Background: an optimization exercise with open tools, aiming at small area, a short achievable clock period and few clock cycles per item. Do not read the settings as production practice. In this exercise RTL edits were held to simulation tests only and were not proved equivalent to the original. No activity file was given, so power comes from the tool's default toggle rates.

## mb_booth_mult32
module mb_booth_mult32 (
    input  logic          clk,
    input  logic          rst,
    input  logic          in_valid,
    input  logic [mb_pkg::N-1:0]  a,
    input  logic [mb_pkg::N-1:0]  b,
    output logic          out_valid,
    output logic [63:0]   product
);
    logic [mb_pkg::N:0]          a_ext_s;
    logic [3*mb_pkg::DIGITS-1:0] digit_d, digit_q;
    logic [mb_pkg::N-1:0]        b_q;
    logic                        v0_q;
    assign a_ext_s = {a, 1'b0};
    for (genvar g = 0; g < mb_pkg::DIGITS; g++) begin : g_enc
        mb_digit_enc u_enc (.trip(a_ext_s[2*g+2 -: 3]), .digit(digit_d[3*g +: 3]));
    end
    always_ff @(posedge clk) begin
        digit_q <= digit_d;
        b_q     <= b;
        v0_q    <= in_valid & ~rst;
    end
    logic [mb_pkg::PPW-1:0] pp_s [mb_pkg::DIGITS];
    logic [mb_pkg::DIGITS-1:0] neg_s;
    logic [mb_pkg::N:0] b_ext_s, b_sh_s;
    assign b_ext_s = {b_q[mb_pkg::N-1], b_q};
    assign b_sh_s  = {b_q, 1'b0};
    always_comb begin
        for (int g = 0; g < mb_pkg::DIGITS; g++) begin
            for (int j = 0; j <= mb_pkg::N; j++) begin
  ...
make LEC_CHECK=0 CAP_MARGIN=20 CORE_MARGIN=2 CORE_UTILIZATION=40 SLEW_MARGIN=50 SYNTH_HIERARCHICAL=1 finish   # period 10.0 ns
run.sh (not shown) runs the stock make flow with config.mk's settings and CLKGATE_MAP_FILE= SYNTH_SCRIPT=/design/flow/synth_recipe.tcl, a recipe that flattens the netlist after the stock synthesis.
Testbench counts at the start, summed over its fixed seeds: cycles 160,016, items 160,000.
Then changed:
CAP_MARGIN = 50   (was 20)
SLEW_MARGIN = 70   (was 50)
Result: Area after synthesis stays the same. Cell area rises by about 5%. Synthesized cell count stays the same. First-iteration DRC count goes up by about 4.5%. Total power goes up by about 1.1%. Die area is unchanged. Hold slack improves by 0.0066 ns. Setup slack degrades by 0.024 ns. Count of clock-buffer cells in the layout came out higher by 9.
Then changed:
==> flow/flow/run.sh (new file) <==
#!/bin/bash
set -euo pipefail
cd "$(dirname "$0")/.."
MARGIN=$(cat flow/setup_margin.txt)
bash standard.sh SETUP_SLACK_MARGIN="$MARGIN" finish > flow_standard.log 2>&1
==> flow/flow/setup_margin.txt (new file) <==
6.35
==> flow/standard.sh (new file) <==
#!/bin/bash
# synth_recipe.tcl (not shown) runs the flow's synth.tcl, then flattens the netlist and writes it again
# the make line also repeats each setting of config.mk as NAME=value (left out here)
make -C /OpenROAD-flow-scripts/flow DESIGN_CONFIG=/design/flow/config.mk WORK_HOME=/design/flow/orfs CLKGATE_MAP_FILE= SYNTH_SCRIPT=/design/flow/synth_recipe.tcl "${@:-finish}"
CAP_MARGIN = 20   (was 50)
SLEW_MARGIN = 50   (was 70)
removed: flow/run.sh
The changed run passed the timing, DRC and antenna checks.
Final cell count climbs by about 1.2%.
Sequential share of layout area decreases by 0.30 points.
Utilization came out higher by 0.99 points.
Total power came out higher by 4.5%.
Sequential power rises by about 2%.

---

Setup of lane 1:
mb_booth_mult32, a different RTL version from the one above (not shown whole).
Size: ~2800 cells after synthesis, about 130 I/O pins.
## mb_booth_mult32
module mb_booth_mult32 (
    input  logic          clk,
    input  logic          rst,
    input  logic          in_valid,
    input  logic [mb_pkg::N-1:0]  a,
    input  logic [mb_pkg::N-1:0]  b,
    output logic          out_valid,
    output logic [63:0]   product
);
    logic [mb_pkg::N:0]          a_ext_s;
    logic [3*mb_pkg::DIGITS-1:0] digit_d, digit_q;
    logic [mb_pkg::N-1:0]        b_q;
    logic                        v0_q;
    assign a_ext_s = {a, 1'b0};
    for (genvar g = 0; g < mb_pkg::DIGITS; g++) begin : g_enc
        mb_digit_enc u_enc (.trip(a_ext_s[2*g+2 -: 3]), .digit(digit_d[3*g +: 3]));
    end
    always_ff @(posedge clk) begin
        digit_q <= digit_d;
        b_q     <= b;
        v0_q    <= in_valid & ~rst;
    end
    logic [mb_pkg::PPW-1:0] pp_s [mb_pkg::DIGITS];
    logic [mb_pkg::DIGITS-1:0] neg_s;
    logic [mb_pkg::N:0] b_ext_s, b_sh_s;
    assign b_ext_s = {b_q[mb_pkg::N-1], b_q};
    assign b_sh_s  = {b_q, 1'b0};
    always_comb begin
        for (int g = 0; g < mb_pkg::DIGITS; g++) begin
            for (int j = 0; j <= mb_pkg::N; j++) begin
                pp_s[g][j] = ((digit_q[3*g+1] & b_ext_s[j]) | (digit_q[3*g] & b_sh_s[j])) ^ digit_q[3*g+2];
            end
            pp_s[g][mb_pkg::N] = ~pp_s[g][mb_pkg::N];
            neg_s[g] = digit_q[3*g+2];
        end
    end
    logic s1;
    logic c2;
    logic s3;
    logic c4;
    logic s5;
    logic c6;
    logic s7;
    logic c8;
    logic s9;
    logic c10;
    logic s11;
    logic c12;
    logic s13;
    logic c14;
    logic s15;
    logic c16;
    logic s17;
    logic c18;
    logic s19;
    logic c20;
    logic s21;
    logic c22;
    logic s23;
    logic c24;
    logic s25;
    logic c26;
    logic s27;
    logic c28;
    logic s29;
    logic c30;
    logic s31;
    logic c32;
    logic s33;
    logic c34;
    logic s35;
    logic c36;
    logic s37;
    logic c38;
    logic s39;
    logic c40;
    logic s41;
    logic c42;
    logic s43;
    logic c44;
    logic s45;
    logic c46;
    logic s47;
    logic c48;
    logic s49;
    logic c50;
    logic s51;
    logic c52;
    logic s53;
    logic c54;
    logic s55;
    logic c56;
    logic s57;
  ...
clock: 10.0 ns
lec_check: 0
cap_margin: 40
core_margin: 2
core_utilization: 65
place_density: 0.75
slew_margin: 50
synth_hierarchical: 1
Stock flow here: none of the scripts above is used.
Lane 1: no failed stages, no open violations at the end
Testbench counts of lane 1, summed over its fixed seeds: cycles 160,016, items 160,000.
Edits applied to the flow inputs when going from lane 1 to lane 3:
Settings: CAP_MARGIN changed from 40 to 50; CORE_UTILIZATION changed from 65 to 40; SLEW_MARGIN changed from 50 to 70; PLACE_DENSITY removed (was 0.75).
[summary]
Re setup slack: lane 3 is 0.29 ns up on lane 1. The lower fraction of area in multi-input gates of lane 3 and lane 1 is in lane 3. Lane 3 ended up with product_q[62] as its worst setup path endpoint; lane 1 ended up with r1_24_1. Looking only at final critical-path required period, and setting everything else aside, the lower value of lane 3 and lane 1 goes to lane 3. Comparing lane 3 and lane 1, the higher area added between synthesis and finish is on lane 3. Delta (lane 3 minus lane 1): global routing usage on met1 went down, logic gate share of total power up 1.1 points.

-- static timing again, ports no longer ideal --
The flow's constraints put no driver on any port. The routed layouts listed below were extracted and timed again, unchanged, in two steps.
Step 1: set_driving_cell puts a clkbuf_16 on clk and a buf_2 on each other input, an assumption about the parent block.
Step 2 also shifts input and output timing later by t, the mid clock arrival at the registers, as if the neighbouring blocks saw the same clock.
Slacks: no drivers / after step 1 / after step 2; pairs: no drivers / after step 1.
| run | shift t [ns] | slack for setup (ns) | cell pins on the clock port's net |
|---|---|---|---|
| the first run of note 1 | 0.632 | 6.098 / 6.098 / 5.696 | 1 |
| the second run of note 1 | 0.631 | 6.073 / 6.073 / 6.073 | 1 |
| the third run of note 1 | 0.629 | 6.256 / 6.256 / 5.938 | 1 |
| lane 1 | 0.633 | 5.871 / 5.871 / 5.871 | 1 |
| lane 3 | 0.623 | 6.159 / 6.159 / 6.159 | 1 |
After both steps setup and hold are still met in every run listed. For the first run of note 1, which loses most, drivers alone change the setup slack by 0.000 ns; drivers and shift together by -0.402 ns.
